Background: an optimization exercise with open tools, aiming at small area. Do not read the settings as production practice. Only simulation tests tie the RTL to the original design; equivalence was not proved. No driver is modelled on the clock port, so clocking that relies on it looks cheaper here than on a real chip. No activity file was given, so power comes from the tool's default toggle rates.

$ cat flow/config.mk
export PLATFORM = sky130hd
export DESIGN_NAME = decode_stage
export DESIGN_NICKNAME = decode_stage
export VERILOG_FILES = /design/flow/design.v
export SDC_FILE = /design/flow/constraint.sdc
export NUM_CORES = 4
export LEC_CHECK = 0
export CAP_MARGIN = 5
export CORE_MARGIN = 2
export CORE_UTILIZATION = 45
export GPL_TIMING_DRIVEN = 0
export SETUP_SLACK_MARGIN = 0.25
export SLEW_MARGIN = 5
export SYNTH_HIERARCHICAL = 1
export SYNTH_MINIMUM_KEEP_SIZE = 0
$ cat flow/constraint.sdc
create_clock -name core_clock -period 4.0 [get_ports {clk}]
set_input_delay 0.8000 -clock core_clock [delete_from_list [all_inputs] [get_ports {clk}]]
set_output_delay 0.8000 -clock core_clock [all_outputs]
set_load 0.01 [all_outputs]
$ cat flow/design.v
package decode_pkg;
  localparam logic [3:0] ALU_ADD  = 4'd0;
  localparam logic [3:0] ALU_SUB  = 4'd1;
  localparam logic [3:0] ALU_SLL  = 4'd2;
  localparam logic [3:0] ALU_SLT  = 4'd3;
  localparam logic [3:0] ALU_SLTU = 4'd4;
  localparam logic [3:0] ALU_XOR  = 4'd5;
  localparam logic [3:0] ALU_SRL  = 4'd6;
  localparam logic [3:0] ALU_SRA  = 4'd7;
  localparam logic [3:0] ALU_OR   = 4'd8;
  localparam logic [3:0] ALU_AND  = 4'd9;
  localparam logic [3:0] ALU_NOP  = 4'd15;
  localparam logic [6:0] OPC_RTYPE = 7'b0110011;
  localparam logic [6:0] F7_BASE   = 7'h00;
  localparam logic [6:0] F7_ALT    = 7'h20;
  typedef struct packed {
    logic [3:0] alu_op;
    logic [4:0] rd;
    logic [4:0] rs1;
    logic [4:0] rs2;
    logic       illegal;
  } dec_t;
  function automatic dec_t decode(
    input logic [31:0] ins
  );
    dec_t       d;
    logic [6:0] f7;
    logic [2:0] f3;
    logic       base;
    logic       alt;
    logic       ok;
    f7   = ins[31:25];
    f3   = ins[14:12];
    base = (f7 == F7_BASE);
    alt  = (f7 == F7_ALT);
    ok   = 1'b0;
    d.alu_op = ALU_NOP;
    d.rs1    = ins[19:15];
    d.rs2    = ins[24:20];
    if (ins[6:0] == OPC_RTYPE) begin
      unique case (f3)
        3'd0: begin
          if (base) begin
            d.alu_op = ALU_ADD; ok = 1'b1;
          end else if (alt) begin
            d.alu_op = ALU_SUB; ok = 1'b1;
          end
        end
        3'd1: if (base) begin
          d.alu_op = ALU_SLL; ok = 1'b1;
        end
        3'd2: if (base) begin
          d.alu_op = ALU_SLT; ok = 1'b1;
        end
        3'd3: if (base) begin
          d.alu_op = ALU_SLTU; ok = 1'b1;
        end
        3'd4: if (base) begin
          d.alu_op = ALU_XOR; ok = 1'b1;
        end
        3'd5: begin
          if (base) begin
            d.alu_op = ALU_SRL; ok = 1'b1;
          end else if (alt) begin
            d.alu_op = ALU_SRA; ok = 1'b1;
          end
        end
        3'd6: if (base) begin
          d.alu_op = ALU_OR; ok = 1'b1;
        end
        3'd7: if (base) begin
          d.alu_op = ALU_AND; ok = 1'b1;
        end
      endcase
    end
    if (!ok) d.alu_op = ALU_NOP;
    d.illegal = !ok;
    d.rd      = ok ? ins[11:7] : 5'd0;
    decode = d;
  endfunction
endpackage
module regfile_2r1w #(
  parameter int XLEN  = 32,
  parameter int NREGS = 32
) (
  input  logic            clk,
  input  logic            reset,
  input  logic            we_i,
  input  logic [4:0]      waddr_i,
  input  logic [XLEN-1:0] wdata_i,
  input  logic [4:0]      raddr1_i,
  input  logic [4:0]      raddr2_i,
  output logic [XLEN-1:0] rdata1_o,
  output logic [XLEN-1:0] rdata2_o
);
  logic [XLEN-1:0] mem_q [1:NREGS-1];
  logic [XLEN-1:0] mem_d [1:NREGS-1];
  logic [XLEN-1:0] wdata;
  logic [NREGS-1:1] row_we, sel1, sel2;
  assign wdata = wdata_i & {XLEN{~reset}};
  always_comb begin
    for (int i = 1; i < NREGS; i++) begin
      row_we[i] = (we_i && waddr_i == 5'(i)) || reset;
      sel1[i]   = (raddr1_i == 5'(i));
      sel2[i]   = (raddr2_i == 5'(i));
    end
  end
  for (genvar i = 1; i < NREGS; i++) begin : g_row
    for (genvar b = 0; b < XLEN; b++) begin : g_bit
      hold_sel u_h (
        .ld  (row_we[i]),
        .ld_n(~row_we[i]),
        .d   (wdata[b]),
        .q   (mem_q[i][b]),
        .y   (mem_d[i][b])
      );
    end
  end
  always_ff @(posedge clk) begin
    for (int i = 1; i < NREGS; i++) begin
      mem_q[i] <= mem_d[i];
    end
  end
  rf_read #(.XLEN(XLEN)) u_rd1 (
    .mem_i0 (mem_d[1]),
    .mem_i1 (mem_d[2]),
    .mem_i2 (mem_d[3]),
    .mem_i3 (mem_d[4]),
    .mem_i4 (mem_d[5]),
    .mem_i5 (mem_d[6]),
    .mem_i6 (mem_d[7]),
    .mem_i7 (mem_d[8]),
    .mem_i8 (mem_d[9]),
    .mem_i9 (mem_d[10]),
    .mem_i10(mem_d[11]),
    .mem_i11(mem_d[12]),
    .mem_i12(mem_d[13]),
    .mem_i13(mem_d[14]),
    .mem_i14(mem_d[15]),
    .mem_i15(mem_d[16]),
    .mem_i16(mem_d[17]),
    .mem_i17(mem_d[18]),
    .mem_i18(mem_d[19]),
    .mem_i19(mem_d[20]),
    .mem_i20(mem_d[21]),
    .mem_i21(mem_d[22]),
    .mem_i22(mem_d[23]),
    .mem_i23(mem_d[24]),
    .mem_i24(mem_d[25]),
    .mem_i25(mem_d[26]),
    .mem_i26(mem_d[27]),
    .mem_i27(mem_d[28]),
    .mem_i28(mem_d[29]),
    .mem_i29(mem_d[30]),
    .mem_i30(mem_d[31]),
    .sel_i  (sel1),
    .data_o (rdata1_o)
  );
  rf_read #(.XLEN(XLEN)) u_rd2 (
    .mem_i0 (mem_d[1]),
    .mem_i1 (mem_d[2]),
    .mem_i2 (mem_d[3]),
    .mem_i3 (mem_d[4]),
    .mem_i4 (mem_d[5]),
    .mem_i5 (mem_d[6]),
    .mem_i6 (mem_d[7]),
    .mem_i7 (mem_d[8]),
    .mem_i8 (mem_d[9]),
    .mem_i9 (mem_d[10]),
    .mem_i10(mem_d[11]),
    .mem_i11(mem_d[12]),
    .mem_i12(mem_d[13]),
    .mem_i13(mem_d[14]),
    .mem_i14(mem_d[15]),
    .mem_i15(mem_d[16]),
    .mem_i16(mem_d[17]),
    .mem_i17(mem_d[18]),
    .mem_i18(mem_d[19]),
    .mem_i19(mem_d[20]),
    .mem_i20(mem_d[21]),
    .mem_i21(mem_d[22]),
    .mem_i22(mem_d[23]),
    .mem_i23(mem_d[24]),
    .mem_i24(mem_d[25]),
    .mem_i25(mem_d[26]),
    .mem_i26(mem_d[27]),
    .mem_i27(mem_d[28]),
    .mem_i28(mem_d[29]),
    .mem_i29(mem_d[30]),
    .mem_i30(mem_d[31]),
    .sel_i  (sel2),
    .data_o (rdata2_o)
  );
endmodule
module rf_read #(
  parameter int XLEN = 32
) (
  input  logic [XLEN-1:0] mem_i0, mem_i1, mem_i2, mem_i3, mem_i4,
  input  logic [XLEN-1:0] mem_i5, mem_i6, mem_i7, mem_i8, mem_i9,
  input  logic [XLEN-1:0] mem_i10, mem_i11, mem_i12, mem_i13, mem_i14,
  input  logic [XLEN-1:0] mem_i15, mem_i16, mem_i17, mem_i18, mem_i19,
  input  logic [XLEN-1:0] mem_i20, mem_i21, mem_i22, mem_i23, mem_i24,
  input  logic [XLEN-1:0] mem_i25, mem_i26, mem_i27, mem_i28, mem_i29,
  input  logic [XLEN-1:0] mem_i30,
  input  logic [31:1]     sel_i,
  output logic [XLEN-1:0] data_o
);
  logic [XLEN-1:0] g_n [10];
  for (genvar b = 0; b < XLEN; b++) begin : g_bit
    aoi222 u_g0 (.a(mem_i0[b]), .sa(sel_i[1]), .b(mem_i1[b]), .sb(sel_i[2]), .c(mem_i2[b]), .sc(sel_i[3]), .y_n(g_n[0][b]));
    aoi222 u_g1 (.a(mem_i3[b]), .sa(sel_i[4]), .b(mem_i4[b]), .sb(sel_i[5]), .c(mem_i5[b]), .sc(sel_i[6]), .y_n(g_n[1][b]));
    aoi222 u_g2 (.a(mem_i6[b]), .sa(sel_i[7]), .b(mem_i7[b]), .sb(sel_i[8]), .c(mem_i8[b]), .sc(sel_i[9]), .y_n(g_n[2][b]));
    aoi222 u_g3 (.a(mem_i9[b]), .sa(sel_i[10]), .b(mem_i10[b]), .sb(sel_i[11]), .c(mem_i11[b]), .sc(sel_i[12]), .y_n(g_n[3][b]));
    aoi222 u_g4 (.a(mem_i12[b]), .sa(sel_i[13]), .b(mem_i13[b]), .sb(sel_i[14]), .c(mem_i14[b]), .sc(sel_i[15]), .y_n(g_n[4][b]));
    aoi222 u_g5 (.a(mem_i15[b]), .sa(sel_i[16]), .b(mem_i16[b]), .sb(sel_i[17]), .c(mem_i17[b]), .sc(sel_i[18]), .y_n(g_n[5][b]));
    aoi222 u_g6 (.a(mem_i18[b]), .sa(sel_i[19]), .b(mem_i19[b]), .sb(sel_i[20]), .c(mem_i20[b]), .sc(sel_i[21]), .y_n(g_n[6][b]));
    aoi222 u_g7 (.a(mem_i21[b]), .sa(sel_i[22]), .b(mem_i22[b]), .sb(sel_i[23]), .c(mem_i23[b]), .sc(sel_i[24]), .y_n(g_n[7][b]));
    aoi222 u_g8 (.a(mem_i24[b]), .sa(sel_i[25]), .b(mem_i25[b]), .sb(sel_i[26]), .c(mem_i26[b]), .sc(sel_i[27]), .y_n(g_n[8][b]));
    aoi222 u_g9 (.a(mem_i27[b]), .sa(sel_i[28]), .b(mem_i28[b]), .sb(sel_i[29]), .c(mem_i29[b]), .sc(sel_i[30]), .y_n(g_n[9][b]));
    assign data_o[b] = ~(g_n[0][b] & g_n[1][b] & g_n[2][b] & g_n[3][b] &
                         g_n[4][b] & g_n[5][b] & g_n[6][b] & g_n[7][b] &
                         g_n[8][b] & g_n[9][b]) | (mem_i30[b] & sel_i[31]);
  end
endmodule
module aoi222 (
  input  logic a, sa,
  input  logic b, sb,
  input  logic c, sc,
  output logic y_n
);
  assign y_n = ~((a & sa) | (b & sb) | (c & sc));
endmodule
module hold_sel (
  input  logic ld, ld_n,
  input  logic d, q,
  output logic y
);
  assign y = (ld & d) | (ld_n & q);
endmodule
module decode_stage #(
  parameter int XLEN  = 32,
  parameter int NREGS = 32,
  parameter int CNT_W = 8
) (
  input  logic             clk,
  input  logic             reset,
  input  logic             in_valid,
  input  logic [XLEN-1:0]  instruction_code,
  output logic             in_ready,
  input  logic             wb_en,
  input  logic [4:0]       wb_rd,
  input  logic [XLEN-1:0]  wb_data,
  output logic             ex_valid,
  input  logic             ex_ready,
  output logic [3:0]       ex_alu_op,
  output logic [4:0]       ex_rd,
  output logic [XLEN-1:0]  ex_rs1_data,
  output logic [XLEN-1:0]  ex_rs2_data,
  output logic             ex_illegal,
  output logic [CNT_W-1:0] illegal_count
);
  decode_pkg::dec_t dec;
  logic             valid_q;
  logic [3:0]       op_q;
  logic [4:0]       rd_q, rs1_q, rs2_q, ra1, ra2;
  logic             ill_q;
  logic [CNT_W-1:0] cnt_q;
  logic [XLEN-1:0]  a_q, b_q, rf_a, rf_b;
  logic             accept, stall;
  assign dec = decode_pkg::decode(instruction_code[31:0]);
  assign in_ready = !valid_q || ex_ready;
  assign accept   = in_valid && in_ready;
  assign stall = valid_q && !ex_ready;
  assign ra1   = stall ? rs1_q : dec.rs1;
  assign ra2   = stall ? rs2_q : dec.rs2;
  regfile_2r1w #(
    .XLEN (XLEN),
    .NREGS(NREGS)
  ) u_rf (
    .clk     (clk),
    .reset   (reset),
    .we_i    (wb_en),
    .waddr_i (wb_rd),
    .wdata_i (wb_data),
    .raddr1_i(ra1),
    .raddr2_i(ra2),
    .rdata1_o(rf_a),
    .rdata2_o(rf_b)
  );
  always_ff @(posedge clk) begin
    if (reset) begin
      valid_q <= 1'b0;
      op_q    <= decode_pkg::ALU_NOP;
      rd_q    <= 5'd0;
      ill_q   <= 1'b0;
      cnt_q   <= '0;
    end else begin
      if (accept) begin
        valid_q <= 1'b1;
        op_q    <= dec.alu_op;
        rd_q    <= dec.rd;
        ill_q   <= dec.illegal;
        if (dec.illegal && cnt_q != '1) cnt_q <= cnt_q + CNT_W'(1);
      end else if (ex_ready) begin
        valid_q <= 1'b0;
      end
    end
  end
  always_ff @(posedge clk) begin
    rs1_q <= ra1;
    rs2_q <= ra2;
    a_q   <= rf_a;
    b_q   <= rf_b;
  end
  assign ex_valid      = valid_q;
  assign ex_alu_op     = op_q;
  assign ex_rd         = rd_q;
  assign ex_rs1_data   = a_q;
  assign ex_rs2_data   = b_q;
  assign ex_illegal    = ill_q;
  assign illegal_count = cnt_q;
endmodule
$ cat flow/flow/run.sh
#!/bin/bash
# Layout flow: the standard ORFS flow (standard.sh). The standard
# synthesis runs first, unchanged; the later steps run with these changes:
#  - the port buffers are the smallest buffer, buf_1, instead of the
#    delay cell the resizer picks by default (every port still gets one);
#  - clock tree synthesis clusters up to 25 sinks within 70 um per leaf
#    buffer (sink slew stays near 100 ps) and inserts no dummy loads;
#  - flow/dont_use.tcl, sourced before each placement, clock tree and
#    routing step, keeps the resizer off the largest buffers (buf_8,
#    buf_12, buf_16) and the clock delay cells.
# Each make call writes its output to a log of its own here; ORFS also
# keeps each step's log under orfs/logs/.
set -euo pipefail
cd "$(dirname "$0")/.."
bash standard.sh synth > synth.log 2>&1
export BUFFER_PORTS_ARGS="-inputs -outputs -buffer_cell sky130_fd_sc_hd__buf_1"
export CTS_ARGS="-sink_clustering_enable -repair_clock_nets -dont_use_dummy_load -sink_clustering_size 25 -sink_clustering_max_diameter 70"
DU="$PWD/flow/dont_use.tcl"
export PRE_FLOORPLAN_TCL="$DU" PRE_GLOBAL_PLACE_TCL="$DU" PRE_RESIZE_TCL="$DU" \
       PRE_CTS_TCL="$DU" PRE_GLOBAL_ROUTE_TCL="$DU" PRE_DETAIL_PLACE_TCL="$DU" \
       PRE_REPAIR_TIMING_POST_PLACE_TCL="$DU"
bash standard.sh > layout.log 2>&1
$ cat flow/flow/dont_use.tcl
# Sourced before each step that sizes or buffers cells: keeps the resizer
# and timing repair off the largest buffers and the clock delay cells, so
# the many high-fanout select nets get small plain buffers.
set_dont_use [get_lib_cells {sky130_fd_sc_hd__buf_8 sky130_fd_sc_hd__buf_12 sky130_fd_sc_hd__buf_16 sky130_fd_sc_hd__clkdlybuf4s*}]
$ cat flow/standard.sh
#!/bin/bash
# synth_recipe.tcl (not shown) runs the flow's synth.tcl, then flattens the netlist and writes it again
# the make line also repeats each setting of config.mk as NAME=value (left out here)
make -C /OpenROAD-flow-scripts/flow DESIGN_CONFIG=/design/flow/config.mk WORK_HOME=/design/flow/orfs CLKGATE_MAP_FILE= SYNTH_SCRIPT=/design/flow/synth_recipe.tcl "${@:-finish}"
==> results of run 1 <==
[placed cells by master, fill, tap and decap left out, types with 7 or more instances in the layout]
cell type / n
a21o_2: 31
nand4_1: 130
buf_2: 15
nand2_1: 92
nor3_4: 20
a21oi_4: 31
nor2b_4: 30
a2111o_1: 64
clkbuf_2: 10
clkbuf_16: 59
nor2_4: 40
nor2_1: 21
dfxtp_1: 1085
a22o_1: 997
nand2_2: 10
a21oi_1: 7
buf_6: 161
buf_1: 155
a222oi_1: 640
[sequential cells by signal (all words and copies together) (netlist names)]
name / cells
u_rf.mem_q: 992
a_q: 32
b_q: 32
cnt_q: 8
rd_q: 5
rs1_q: 5
rs2_q: 5
op_q: 4
ill_q: 1
valid_q: 1
[where the power goes]
group          internal [mW]  switching, mW  leakage, nW
clock network           2.61           3.61        0.727
registers               11.8          0.283         9.01
logic                   1.15           2.61         8.44
total                   15.5           6.51         18.2
[routing by layer]
layer | routed length, um | share of wire [%] | GRT usage (%)
met5 | 303 | 0.15 | 1.86
met3 | 31600 | 16 | 15.8
met4 | 15600 | 7.7 | 28.8
met1 | 71700 | 36 | 50.9
met2 | 82200 | 41 | 57.9
[modules after synthesis (local to each module, per instance), a selection]
module | cell area (sq um) | cells inside | times used | flip-flops and latches
hold_sel | 8.76 | 1 | 992 | 0
decode_stage | 2720 | 228 | 1 | 93
aoi222 | 10.0 | 1 | 640 | 0
[worst reg2reg max path: stages (launching register included)]
cell	delay, ps
dfxtp_1	310
nor2b_4	140
inv_2	110
clkbuf_2	230
nand2_1	120
nand2_1	300
nand2b_1	180
clkbuf_4	310
nor2_4	150
buf_6	250
a222oi_1	350
nand4_1	670
a2111o_1	640
[repair_timing]
item                       CTS  global route
pin swaps                    8            14
setup endpoints to repair   64            37
hold buffers                 0             0
setup buffers                3             1
gates resized for setup     21            23
[final cells by class]
type	instances	area (sq um)	share of cell area, %
diodes	6	15.0	0.0318
repair buffers	308	2290	4.85
plain buffers	45	307	0.649
clock buffers	59	1480	3.12
flip-flops and latches	1085	21700	46.0
multi-input cells	2203	20000	42.2
inverters	5	18.8	0.0397
well taps	1176	1470	3.11
[cells by family after synthesis]
family	Yosys count	synth area share, %
AO/OA/AOI/OAI	1789	40.3
adder cells (fa/ha/maj)	1	0.0307
flip-flops	1085	53.3
AND/OR/NAND/NOR	403	5.40
multiplexers	8	0.221
XOR/XNOR	2	0.0430
buffers and inverters	50	0.684
[how the worst min path moves through the flow]
stage,from,to,slack (ps)
global placement,op_q[3],op_q[3],460
global route,instruction_code[11],rd_q[4],390
floorplan,u_rf.mem_q[10][0],u_rf.mem_q[10][0],460
finish,instruction_code[7],rd_q[0],370
detailed placement,rd_q[3],rd_q[3],470
CTS,instruction_code[7],rd_q[0],340
[per-stage QoR]
step / TNS [ps] / instances / total power, mW / setup WS [ps]
5_1_grt: 0 / 4884 / 22.6 / 233
2_1_floorplan: 0 / 3338 / 14.2 / 477
6_report: 0 / 4887 / 22.0 / 162
4_1_cts: 0 / 4879 / 21.8 / 229
3_3_place_gp: -1020610 / 4667 / 15.4 / -2370
3_5_place_dp: -44520 / 4817 / 15.8 / -1030
==> results by group, run 1 <==
Worst setup path
  • Crit path to: a_q[11]
  • Crit path kind: reg2reg
  • RR Endpoint: a_q[11]
  • FF-to-FF Start: valid_q
  • Worst setup SP type: flip-flop
  • R2R Setup Slk: 160 ps
  • CP Capture Type: flip-flop
  • Worst path depth: 12
  • Delay-heaviest family, CP: simple AND/OR/NAND/NOR gates
  • Crit Path Max Fanout: 22
  • Worst path slowest cell: nand4_1
  • Worst setup path start: valid_q
  • CP bufs+invs: 4
  • Worst Path Arrival: 4410 ps
  • Worst path cell trace: nor2b_4, inv_2, clkbuf_2, nand2_1, nand2_1, nand2b_1, clkbuf_4, nor2_4, buf_6, a222oi_1, nand4_1, a2111o_1
  • Crit path required time: 4570 ps
  • R2R depth: 12
  • Most used cell, CP: nand2_1
  • Max incr delay on CP: 670 ps

Power and ir drop
  • Leakage: 18.2 nW
  • Pwr dens: 466 nW/um^2
  • Max VDD drop: 377 uV

Routing
  • Routed WL: 201,000 um
  • DRC: 0
  • DR iter-0 viols: 10,400
  • Avg WL per Cell: 41.2 um
  • Via count: 40,600
  • Post-DRT Antenna Nets: 0
  • DR vias/cell: 8.31
  • First-pass DRT Iterations: 15

Timing
  • Max-slew violations: 0
  • Hold WS: 372 ps
  • Clock skew: 57.3 ps
  • RSZ-0062 raised after global routing: true
  • Final min period: 3840 ps
  • Period utilization: 96.0%
  • Final setup violation count: 0
  • Final Hold Viols: 0
  • Slew @ Worst Pin: 1320 ps
  • Slew headroom: 12.3%
  • Highest Clock Rate: 261 MHz

Worst hold path
  • Hold depth: 2
  • Worst hold-check path type: in2reg

Synthesis
  • Register area share after synthesis: 53.3%
  • Post-synth net total: 3,413
  • Mapped Cells: 3,338
  • Top_reg_cell synth: dfxtp_1
  • Mean Syn Cell Area: 12.2 sq um
  • Cell with the most instances after synthesis: dfxtp_1
  • Number of synthesized flops with an enable pin: 0
  • Top cell type's share of synthesized area: 53.3%
  • Yosys top cell by area: dfxtp_1
  • Post-synth ARST share: 0%
  • Total number of yosys warnings: 13
  • Synth top area cells: dfxtp_1 53%, a22o_1 21%, a222oi_1 16%
  • Synth cell count leaders: 1,085 x dfxtp_1, 997 x a22o_1, 640 x a222oi_1
  • Post-synthesis cell type count: 54
  • Seq cells post-synth: 1,085
  • Post-Syn Area: 40,800 sq um

Global routing
  • Pin count of the biggest net entering global routing: 33
  • GRT Overall Usage: 41.0%
  • Global-route wire length before repair: 281,000 um
  • Initial antenna violation count: 8
  • Vias in the first global route: 39,200
  • Gr ovfl total: 0

Floorplanning
  • Initial core utilization: 45.4%
  • Die Y-Extent: 305 um
  • Die area: 93,000 sq um
  • Number of top-level pins: 158
  • Num rows: 110
  • Core box area: 89,900 sq um
  • Die span in x: 305 um

Final layout
  • Share of cells above drive strength 1: 11.8%
  • Fin util: 52.6%
  • Final-layout fill cell count: 7,548
  • Syn-to-layout area delta: 15.9%
  • Post-Layout Inst Area: 47,300 sq um
  • NumNets Final: 3,782

Clock network
  • Reg clk slew, reported paths: 90 ps
  • CTS tree: yes
  • Clock Latency Late Sink: 720 ps
  • Clock sink total: 1,085
  • TritonCTS Buffers: 59

Place
  • Placed instance area: 45,600 sq um
  • Placer Congestion: 0.929
  • HPWL after DPL: 130,000 um
  • PortBufs: 153

Job
  • Max-cap violations: 0

Run status
  • Status: complete, no violations
==> run 2, diff against run 1 <==
--- a/flow/design.v
+++ b/flow/design.v
@@ -90,6 +90,14 @@
   input  logic [XLEN-1:0] wdata_i,
   input  logic [4:0]      raddr1_i,
   input  logic [4:0]      raddr2_i,
+  input  logic            ren1_i,
+  input  logic            ren2_i,
+  input  logic [1:0]      xsel1_i,
+  input  logic [1:0]      xsel2_i,
+  input  logic [XLEN-1:0] xdata10_i,
+  input  logic [XLEN-1:0] xdata11_i,
+  input  logic [XLEN-1:0] xdata20_i,
+  input  logic [XLEN-1:0] xdata21_i,
   output logic [XLEN-1:0] rdata1_o,
   output logic [XLEN-1:0] rdata2_o
 );
@@ -101,8 +109,8 @@
   always_comb begin
     for (int i = 1; i < NREGS; i++) begin
       row_we[i] = (we_i && waddr_i == 5'(i)) || reset;
-      sel1[i]   = (raddr1_i == 5'(i));
-      sel2[i]   = (raddr2_i == 5'(i));
+      sel1[i]   = (raddr1_i == 5'(i)) && ren1_i;
+      sel2[i]   = (raddr2_i == 5'(i)) && ren2_i;
     end
   end
   for (genvar i = 1; i < NREGS; i++) begin : g_row
@@ -153,7 +161,10 @@
     .mem_i28(mem_d[29]),
     .mem_i29(mem_d[30]),
     .mem_i30(mem_d[31]),
+    .x0_i   (xdata10_i),
+    .x1_i   (xdata11_i),
     .sel_i  (sel1),
+    .xsel_i (xsel1_i),
     .data_o (rdata1_o)
   );
   rf_read #(.XLEN(XLEN)) u_rd2 (
@@ -188,7 +199,10 @@
     .mem_i28(mem_d[29]),
     .mem_i29(mem_d[30]),
     .mem_i30(mem_d[31]),
+    .x0_i   (xdata20_i),
+    .x1_i   (xdata21_i),
     .sel_i  (sel2),
+    .xsel_i (xsel2_i),
     .data_o (rdata2_o)
   );
 endmodule
@@ -202,10 +216,12 @@
   input  logic [XLEN-1:0] mem_i20, mem_i21, mem_i22, mem_i23, mem_i24,
   input  logic [XLEN-1:0] mem_i25, mem_i26, mem_i27, mem_i28, mem_i29,
   input  logic [XLEN-1:0] mem_i30,
+  input  logic [XLEN-1:0] x0_i, x1_i,
   input  logic [31:1]     sel_i,
+  input  logic [1:0]      xsel_i,
   output logic [XLEN-1:0] data_o
 );
-  logic [XLEN-1:0] g_n [10];
+  logic [XLEN-1:0] g_n [11];
   for (genvar b = 0; b < XLEN; b++) begin : g_bit
     aoi222 u_g0 (.a(mem_i0[b]), .sa(sel_i[1]), .b(mem_i1[b]), .sb(sel_i[2]), .c(mem_i2[b]), .sc(sel_i[3]), .y_n(g_n[0][b]));
     aoi222 u_g1 (.a(mem_i3[b]), .sa(sel_i[4]), .b(mem_i4[b]), .sb(sel_i[5]), .c(mem_i5[b]), .sc(sel_i[6]), .y_n(g_n[1][b]));
@@ -217,9 +233,10 @@
     aoi222 u_g7 (.a(mem_i21[b]), .sa(sel_i[22]), .b(mem_i22[b]), .sb(sel_i[23]), .c(mem_i23[b]), .sc(sel_i[24]), .y_n(g_n[7][b]));
     aoi222 u_g8 (.a(mem_i24[b]), .sa(sel_i[25]), .b(mem_i25[b]), .sb(sel_i[26]), .c(mem_i26[b]), .sc(sel_i[27]), .y_n(g_n[8][b]));
     aoi222 u_g9 (.a(mem_i27[b]), .sa(sel_i[28]), .b(mem_i28[b]), .sb(sel_i[29]), .c(mem_i29[b]), .sc(sel_i[30]), .y_n(g_n[9][b]));
+    aoi222 u_g10 (.a(mem_i30[b]), .sa(sel_i[31]), .b(x0_i[b]), .sb(xsel_i[0]), .c(x1_i[b]), .sc(xsel_i[1]), .y_n(g_n[10][b]));
     assign data_o[b] = ~(g_n[0][b] & g_n[1][b] & g_n[2][b] & g_n[3][b] &
                          g_n[4][b] & g_n[5][b] & g_n[6][b] & g_n[7][b] &
-                         g_n[8][b] & g_n[9][b]) | (mem_i30[b] & sel_i[31]);
+                         g_n[8][b] & g_n[9][b] & g_n[10][b]);
   end
 endmodule
 module aoi222 (
@@ -262,17 +279,21 @@
   decode_pkg::dec_t dec;
   logic             valid_q;
   logic [3:0]       op_q;
-  logic [4:0]       rd_q, rs1_q, rs2_q, ra1, ra2;
+  logic [4:0]       rd_q, rs1_q, rs2_q;
   logic             ill_q;
   logic [CNT_W-1:0] cnt_q;
   logic [XLEN-1:0]  a_q, b_q, rf_a, rf_b;
-  logic             accept, stall;
+  logic [1:0]       xsel_a, xsel_b;
+  logic             accept, stall, wb_hit, upd_a, upd_b;
   assign dec = decode_pkg::decode(instruction_code[31:0]);
   assign in_ready = !valid_q || ex_ready;
   assign accept   = in_valid && in_ready;
-  assign stall = valid_q && !ex_ready;
-  assign ra1   = stall ? rs1_q : dec.rs1;
-  assign ra2   = stall ? rs2_q : dec.rs2;
+  assign stall    = valid_q && !ex_ready;
+  assign wb_hit = wb_en && (wb_rd != 5'd0);
+  assign upd_a  = wb_hit && (wb_rd == rs1_q);
+  assign upd_b  = wb_hit && (wb_rd == rs2_q);
+  assign xsel_a = {stall && upd_a, stall && !upd_a};
+  assign xsel_b = {stall && upd_b, stall && !upd_b};
   regfile_2r1w #(
     .XLEN (XLEN),
     .NREGS(NREGS)
@@ -282,8 +303,16 @@
     .we_i    (wb_en),
     .waddr_i (wb_rd),
     .wdata_i (wb_data),
-    .raddr1_i(ra1),
-    .raddr2_i(ra2),
+    .raddr1_i(dec.rs1),
+    .raddr2_i(dec.rs2),
+    .ren1_i  (!stall),
+    .ren2_i  (!stall),
+    .xsel1_i (xsel_a),
+    .xsel2_i (xsel_b),
+    .xdata10_i(a_q),
+    .xdata11_i(wb_data),
+    .xdata20_i(b_q),
+    .xdata21_i(wb_data),
     .rdata1_o(rf_a),
     .rdata2_o(rf_b)
   );
@@ -307,10 +336,12 @@
     end
   end
   always_ff @(posedge clk) begin
-    rs1_q <= ra1;
-    rs2_q <= ra2;
-    a_q   <= rf_a;
-    b_q   <= rf_b;
+    if (!stall) begin
+      rs1_q <= dec.rs1;
+      rs2_q <= dec.rs2;
+    end
+    a_q <= rf_a;
+    b_q <= rf_b;
   end
   assign ex_valid      = valid_q;
   assign ex_alu_op     = op_q;
==> results by group, run 2 <==
Synthesis
  • Post-synth net total: 3,449 (+1.1%)
  • Seq cells post-synth: 1,085 (unchanged)
  • Top_reg_cell synth: dfxtp_1
  • Synth top area cells: dfxtp_1 52%, a22o_1 21%, a222oi_1 17%
  • Post-synth ARST share: 0% (unchanged)
  • Cell with the most instances after synthesis: dfxtp_1
  • Yosys top cell by area: dfxtp_1
  • Post-Syn Area: 41,100 sq um (+0.80%)
  • Total number of yosys warnings: 13 (unchanged)
  • Post-synthesis cell type count: 48 (-11%)
  • Synth cell count leaders: 1,075 x dfxtp_1, 997 x a22o_1, 704 x a222oi_1
  • Mean Syn Cell Area: 12.2 sq um (-0.27%)
  • Top cell type's share of synthesized area: 52.4% (-0.91 points)
  • Register area share after synthesis: 53.1% (-0.18 points)
  • Mapped Cells: 3,374 (+1.1%)
  • Number of synthesized flops with an enable pin: 10 (+10)

Global routing
  • Met2 usage: 60.6% (+2.7 points)
  • Most used routing layer: met2
  • Met3 usage: 16.0% (+0.18 points)
  • Global-route wire length before repair: 296,000 um (+5.4%)
  • Pin count of the biggest net entering global routing: 32 (-3.0%)
  • Initial antenna violation count: 18 (+10)
  • Gr ovfl total: 0 (unchanged)
  • GRT met1 Usage: 51.7% (+0.85 points)
  • GRT Overall Usage: 42.9% (+2.0 points)
  • Vias in the first global route: 41,300 (+5.6%)

Timing
  • Clock skew: 70.2 ps (+12.9 ps)
  • RSZ-0062 raised after global routing: false
  • Final Hold Viols: 0 (unchanged)
  • Hold WS: 346 ps (-26.2 ps)
  • Period utilization: 95.9% (about the same)
  • Setup_tns: 0 ps (unchanged)
  • Slew headroom: 18.8% (+6.5 points)
  • Slew @ Worst Pin: 1210 ps (-106 ps)
  • Max-slew violations: 0 (unchanged)
  • Final setup violation count: 0 (unchanged)
  • Highest Clock Rate: 261 MHz (about the same)
  • Final min period: 3840 ps (-2.63 ps)

Worst hold path
  • Worst hold-check path type: in2reg

Power and ir drop
  • Pwr Total: 21.7 mW (-1.6%)
  • Pwr dens: 456 nW/um^2 (-2.2%)
  • Max VDD drop: 361 uV (-4.3%)
  • Leakage: 17.7 nW (-2.5%)

Worst setup path
  • Worst Path Arrival: 4420 ps (about the same)
  • Crit path required time: 4580 ps (about the same)
  • Worst path cell trace: buf_2, buf_4, clkbuf_4, a21oi_4, buf_6, a22o_1, a222oi_1, nand4_1, or3_1
  • Worst path slowest cell: nand4_1
  • Max incr delay on CP: 720 ps (+50 ps)
  • Worst setup SP type: primary input
  • CP Capture Type: flip-flop
  • Delay-heaviest family, CP: buffers and inverters
  • Crit Path Max Fanout: 17 (-23%)
  • CP bufs+invs: 4 (unchanged)
  • Crit path kind: in2reg

Routing
  • DRC: 0 (unchanged)
  • Routed WL: 212,000 um (+5.3%)
  • DR iter-0 viols: 11,000 (+4.9%)
  • DR vias/cell: 8.61 (+3.5%)
  • Via count: 42,500 (+4.7%)
  • Avg WL per Cell: 42.9 um (+4.1%)
  • First-pass DRT Iterations: 17 (+2)
  • Post-DRT Antenna Nets: 0 (unchanged)

Place
  • HPWL after DPL: 131,000 um (+1.4%)
  • Placer Congestion: 0.968 (+4.2%)
  • Placed instance area: 46,000 sq um (+0.83%)
  • PortBufs: 157 (+2.6%)

Floorplanning
  • Die span in x: 306 um (+0.39%)
  • Initial core utilization: 45.5% (+0.15 points)
  • Die Y-Extent: 306 um (+0.39%)
  • Die area: 93,800 sq um (+0.79%)
  • Core box area: 90,300 sq um (+0.46%)
  • Num rows: 110 (unchanged)
  • Number of top-level pins: 158 (unchanged)

Final layout
  • Post-Layout Inst Area: 47,600 sq um (+0.64%)
  • Syn-to-layout area delta: 15.7%
  • Most common cell after layout, fill and taps aside: dfxtp_1
  • NumNets Final: 3,829 (+1.2%)
  • Most frequent cells in the layout: 1,075 x dfxtp_1, 997 x a22o_1, 704 x a222oi_1
  • Share of cells above drive strength 1: 11.3% (-0.47 points)
  • Max reg flops: 992 (unchanged)
  • Biggest regs: u_rf.mem_q (992), a_q (32), b_q (32)
  • Final-layout fill cell count: 7,546 (-0.026%)
  • Largest register by flop count: u_rf.mem_q

Clock network
  • Clock Latency Late Sink: 700 ps (-20 ps)
  • CTS tree: yes
  • TritonCTS Buffers: 58 (-1.7%)
  • Clock sink total: 1,085 (unchanged)
  • Reg clk slew, reported paths: 100 ps (about the same)

Run status
  • Status: complete, no violations

Job
  • Max-cap violations: 0 (unchanged)
-- run 2: cell types whose count changed in the layout (fill, tap and decap cells not counted), moves of 10 or more --
| cell | before | now |
|---|---|---|
| nand2_1 | 92 | 10 |
| a222oi_1 | 640 | 704 |
| nor2b_2 | 3 | 23 |
| nor2_4 | 40 | 64 |
| nor2b_4 | 30 | 9 |
| nand2_2 | 10 | 0 |
| edfxtp_1 | 0 | 10 |
| nand3_1 | 4 | 69 |
| or3_1 | 3 | 66 |
| dfxtp_1 | 1085 | 1075 |
| nor3_4 | 20 | 0 |
| a2111o_1 | 64 | 0 |
-- run 2: what timing repair did --
action	4_1_cts	5_1_grt
gates resized for setup	8	24
pin swaps	0	1
hold buffers	0	0
setup buffers	0	0
hold endpoints to repair	0	0
setup endpoints to repair	64	19
-- run 2: final timing paths --
| path | slack [ps] | startpoint | cells past startpoint | end |
|---|---|---|---|---|
| max | 160 | reset | 9 | b_q[8] |
| max reg2reg | 480 | valid_q | 9 | b_q[8] |
| min reg2reg | 500 | u_rf.mem_q[7][20] | 1 | u_rf.mem_q[7][20] |
| min | 350 | instruction_code[7] | 2 | rd_q[0] |
-- run 2: final cells by class --
class,count,area [sq um],share of cell area (%)
sequential,1085,21800,45.9
inverter,2,7.51,0.0158
antenna,14,35.0,0.0737
timing repair buffer,320,2430,5.10
multi-input combinational,2252,20200,42.4
buffer,35,191,0.402
clock buffer,58,1450,3.05
tap,1176,1470,3.09
-- run 2: layer usage --
layer  wire length [um]  vias to the layer above
met3              32300                     1095
met5                460                        -
li1                   -                    16400
met4              19700                       23
met1              73500                    20700
met2              86000                     4261
-- run 2: logic make-up after synthesis --
kind of cell	synth area share [%]
flops	53.1
buf+inv	0.399
xor+xnor	0.234
compound gates	39.7
mux	0.110
simple gates	6.43
fa+ha+maj	0.0304
-- run 2: modules after synthesis, one instance, submodules excluded, excerpt --
module	cells inside	flip-flops and latches
decode_stage	208	93
aoi222	1	0
hold_sel	1	0
-- run 2: metrics by stage --
stage               utilization [%]  setup slack, ps  cells
floorplan                         -              370   3374
global placement               47.8            -3180   4707
CTS                            52.6              308   4928
finish                         52.7              164   4942
detailed placement             51.0            -1240   4870
global route                   52.7              215   4938
-- run 2: power by group --
group / switching [mW] / internal (mW)
Sequential: 0.365 / 11.8
Combinational: 2.32 / 1.05
Clock: 3.61 / 2.57
Total: 6.29 / 15.4
==> run 3, diff against run 2 <==
==> flow/flow/run.sh (replaced) <==
#!/bin/bash
# Layout flow: the standard ORFS flow (standard.sh). The standard
# synthesis runs first, unchanged; the later steps run with these changes:
#  - the port buffers are the smallest buffer, buf_1, instead of the
#    delay cell the resizer picks by default (every port still gets one);
#  - clock tree synthesis uses clkbuf_8 and inserts no dummy loads;
#  - the resizer may not use the largest buffers (buf_8, buf_12, buf_16)
#    nor the delay cells, so the many high-fanout select nets get small
#    plain buffers.
# Each make call writes its output to a log of its own here; ORFS also
# keeps each step's log under orfs/logs/.
set -euo pipefail
cd "$(dirname "$0")/.."
bash standard.sh synth > synth.log 2>&1
export BUFFER_PORTS_ARGS="-inputs -outputs -buffer_cell sky130_fd_sc_hd__buf_1"
export CTS_ARGS="-sink_clustering_enable -repair_clock_nets -dont_use_dummy_load -buf_list sky130_fd_sc_hd__clkbuf_8"
DU="sky130_fd_sc_hd__buf_8 sky130_fd_sc_hd__buf_12 sky130_fd_sc_hd__buf_16"
for c in clkdlybuf4s15_1 clkdlybuf4s15_2 clkdlybuf4s18_1 clkdlybuf4s18_2 \
         clkdlybuf4s25_1 clkdlybuf4s25_2 clkdlybuf4s50_1 clkdlybuf4s50_2 \
         dlygate4sd1_1 dlygate4sd2_1 dlygate4sd3_1; do
  DU="$DU sky130_fd_sc_hd__$c"
done
export DONT_USE_CELLS="$DU"
bash standard.sh > layout.log 2>&1
removed: flow/flow/dont_use.tcl
==> results by group, run 3 <==
Run status
  • Status: complete, no violations

Synthesis
  • Synth top area cells: dfxtp_1 52%, a22o_1 21%, a222oi_1 17%
  • Post-synth net total: 3,449 (unchanged)
  • Cell with the most instances after synthesis: dfxtp_1
  • Synth cell count leaders: 1,075 x dfxtp_1, 997 x a22o_1, 704 x a222oi_1
  • Total number of yosys warnings: 13 (unchanged)
  • Seq cells post-synth: 1,085 (unchanged)
  • Post-synth ARST share: 0% (unchanged)
  • Number of synthesized flops with an enable pin: 10 (unchanged)
  • Mean Syn Cell Area: 12.2 sq um (unchanged)
  • Top_reg_cell synth: dfxtp_1
  • Register area share after synthesis: 53.1% (unchanged)
  • Post-Syn Area: 41,100 sq um (unchanged)
  • Yosys top cell by area: dfxtp_1
  • Mapped Cells: 3,374 (unchanged)
  • Top cell type's share of synthesized area: 52.4% (unchanged)
  • Post-synthesis cell type count: 48 (unchanged)

Final layout
  • Most frequent cells in the layout: 1,075 x dfxtp_1, 997 x a22o_1, 704 x a222oi_1
  • Max reg flops: 992 (unchanged)
  • Final-layout fill cell count: 7,315 (-3.1%)
  • Share of cells above drive strength 1: 14.3% (+3.0 points)
  • Biggest regs: u_rf.mem_q (992), a_q (32), b_q (32)
  • Fin util: 55.9% (+3.2 points)
  • Most common cell after layout, fill and taps aside: dfxtp_1
  • Syn-to-layout area delta: 22.8%
  • Largest register by flop count: u_rf.mem_q
  • NumNets Final: 3,959 (+3.4%)

Timing
  • RSZ-0062 raised after global routing: false
  • Highest Clock Rate: 257 MHz (-1.2%)
  • Final Hold Viols: 0 (unchanged)
  • Clock skew: 81.3 ps (+11.1 ps)
  • Period utilization: 97.1% (+1.2 points)
  • Slew @ Worst Pin: 1280 ps (+70.2 ps)
  • Setup_tns: 0 ps (unchanged)
  • Max-slew violations: 0 (unchanged)
  • Slew headroom: 14.0% (-4.7 points)
  • Hold WS: 155 ps (-190 ps)
  • Final setup violation count: 0 (unchanged)
  • Final min period: 3880 ps (+48.5 ps)

Global routing
  • Initial antenna violation count: 22 (+4)
  • Global-route wire length before repair: 305,000 um (+3.0%)
  • GRT Overall Usage: 44.5% (+1.6 points)
  • Pin count of the biggest net entering global routing: 32 (unchanged)
  • Vias in the first global route: 42,900 (+3.9%)
  • Gr ovfl total: 0 (unchanged)

Floorplanning
  • Initial core utilization: 45.5% (unchanged)
  • Number of top-level pins: 158 (unchanged)
  • Core box area: 90,300 sq um (unchanged)
  • Die area: 93,800 sq um (unchanged)
  • Die Y-Extent: 306 um (unchanged)
  • Die span in x: 306 um (unchanged)
  • Num rows: 110 (unchanged)

Routing
  • Routed WL: 218,000 um (+3.0%)
  • DR vias/cell: 8.61 (about the same)
  • Via count: 43,700 (+2.8%)
  • Avg WL per Cell: 43.0 um (+0.24%)
  • DR iter-0 viols: 11,300 (+3.0%)
  • DRC: 0 (unchanged)
  • First-pass DRT Iterations: 13 (-4)
  • Post-DRT Antenna Nets: 0 (unchanged)

Worst setup path
  • Max incr delay on CP: 840 ps (+120 ps)
  • Delay-heaviest family, CP: simple AND/OR/NAND/NOR gates
  • CP bufs+invs: 3 (-1)
  • Crit Path Max Fanout: 17 (unchanged)
  • FF-to-FF Start: valid_q
  • CP Capture Type: flip-flop
  • Crit path required time: 4760 ps (+180 ps)
  • Worst path slowest cell: nand4_1
  • Worst setup path start: wb_en
  • Crit path kind: in2reg
  • Worst setup SP type: primary input
  • Worst path cell trace: buf_1, nor4bb_1, clkbuf_4, a21oi_4, buf_16, a22o_1, a222oi_1, nand4_1, or3_1
  • Worst Path Arrival: 4640 ps (+220 ps)

Power and ir drop
  • Pwr Total: 23.9 mW (+10%)
  • Sequential share of power: 51.0% (-5.0 points)
  • Cell Int Power: 16.9 mW (+10%)
  • Net switching power: 6.93 mW (+10%)
  • Net Sw Frac: 29.0% (about the same)
  • Comb power frac: 15.0% (-0.6 points)
  • Pwr dens: 473 nW/um^2 (+3.8%)
  • Clock group share of total power: 34.0% (+5.5 points)
  • Leakage: 19.0 nW (+7.0%)
  • Max VDD drop: 311 uV (-14%)

Clock network
  • Clock Latency Late Sink: 910 ps (+210 ps)
  • Post-CTS setup buffers: 0 (unchanged)
  • CTS max path bufs: 3
  • Htree depth: 4
  • Clock sink total: 1,085 (unchanged)
  • TritonCTS Buffers: 180 (+210%)
  • Hold_buf cts: 0 (unchanged)
  • CTS tree: yes
  • Reg clk slew, reported paths: 60 ps (-40 ps)
  • Root Buffer: clkbuf_8

Place
  • PortBufs: 157 (unchanged)
  • HPWL after DPL: 135,000 um (+2.7%)
  • Placer Congestion: 0.968 (unchanged)

Job
  • Max-cap violations: 0 (unchanged)

Worst hold path
  • Min-delay src: instruction_code[11]
  • Worst hold-check path type: in2reg
==> run 3: cell count changes in the layout (fill, tap and decap cells not counted) <==
cell | before | now
clkbuf_2 | 9 | 13
buf_4 | 3 | 5
buf_1 | 157 | 154
buf_2 | 7 | 5
clkbuf_16 | 58 | 0
clkbuf_8 | 0 | 180
diode_2 | 14 | 20
buf_6 | 166 | 6
buf_8 | 0 | 24
buf_16 | 0 | 57
buf_12 | 0 | 86
==> run 3: layer usage <==
layer | vias to the layer above | global-route usage (%) | wire length, um
li1 | 16700 | - | -
met1 | 21100 | 52.4 | 74100
met2 | 4628 | 62.2 | 88800
met3 | 1264 | 18.8 | 34700
met4 | 18 | 37.7 | 20500
met5 | - | 1.09 | 232
==> run 3: worst paths after layout <==
kind	cells after the start	to	slack, ps
worst min register to register	1	rd_q[4]	480
worst max register to register	9	b_q[10]	270
worst min-delay path	2	rd_q[4]	160
worst max-delay path	9	b_q[10]	120
==> run 3: Yosys stat by module, one instance, submodules excluded, excerpt <==
module / cells / area (sq um) / flops+latches / copies in the design
aoi222: 1 / 10.0 / 0 / 704
decode_stage: 208 / 2740 / 93 / 1
hold_sel: 1 / 8.76 / 0 / 992
==> run 3: timing repair <==
item,4_1_cts,5_1_grt
gates resized for setup,8,30
hold endpoints to repair,0,0
endpoints found under the setup margin,64,10
pin swaps,0,3
==> run 3: area by class of cell <==
cell class              instances  area (sq um)  share of cell area (%)
repair buffers                328          4290                    8.51
clock buffers                 180          2480                    4.91
flip-flops and latches       1085         21800                    43.2
diodes                         20          50.0                  0.0992
inverters                       2          7.51                  0.0149
multi-input cells            2252         20200                    39.9
well taps                    1176          1470                    2.92
plain buffers                  35           188                   0.372
==> run 3: power groups by stage <==
stage | Combinational (mW) | Sequential (mW) | Clock [mW]
after floorplan | 1.74 | 12.3 | 0
after global placement | 2.82 | 12.3 | 0
after detailed placement | 3.35 | 12.4 | 0
after CTS | 3.37 | 12.1 | 8.08
after global routing | 3.64 | 12.2 | 8.54
final | 3.59 | 12.2 | 8.11
==> run 3: cell families (layout without fill, tap and decap cells) <==
| kind of cell | Yosys count | after routing | synth area share [%] |
|---|---|---|---|
| other cells | 0 | 20 | 0 |
| simple gates | 450 | 450 | 6.43 |
| compound gates | 1786 | 1786 | 39.7 |
| mux | 4 | 4 | 0.110 |
| flops | 1085 | 1085 | 53.1 |
| fa+ha+maj | 1 | 1 | 0.0304 |
| xor+xnor | 11 | 11 | 0.234 |
| buf+inv | 37 | 545 | 0.399 |
==> run 3: per-stage QoR <==
stage,setup slack (ps),cells,instance area (sq um)
5_1_grt,130,5071,50400
6_report,116,5078,50500
2_1_floorplan,370,3374,41100
3_3_place_gp,-3180,4707,43200
4_1_cts,476,5058,50400
3_5_place_dp,-1350,4878,47900

static timing again, ports no longer ideal:
The results above use ideal ports. As a check the final layouts listed here were re-extracted and re-timed, cells and wires unchanged.
Step 1 sets driving cells, clkbuf_16 on the clock port and buf_2 on the other inputs (assumed; they add their load-dependent delay and slew).
Step 2 moves the port delays by t, midway between the first and last clock arrival at a register: inputs arrive t later, outputs are due t later. That takes back most of the time a late clock gives input paths.
Slacks: ideal ports / drivers / drivers and shift; pairs: ideal ports / drivers.
| run | t (ns) | setup slack, ns | clock arrival spread, ns | worst register clock-pin slew, ns | cell pins on the clock port's net |
|---|---|---|---|---|---|
| run 1 | 0.758 | 0.162 / 0.063 / -0.694 | 0.078 / 0.077 | 0.10 / 0.10 | 1 |
| run 2 | 0.728 | 0.164 / 0.205 / -0.522 | 0.081 / 0.081 | 0.10 / 0.10 | 1 |
| run 3 | 0.937 | 0.116 / 0.067 / -0.870 | 0.092 / 0.092 | 0.07 / 0.07 | 1 |
With both steps, setup timing fails in every run listed, where it was met with ideal ports. The setup slack of run 3, which loses most, moves by -0.049 ns with the drivers and by -0.986 ns with both steps.
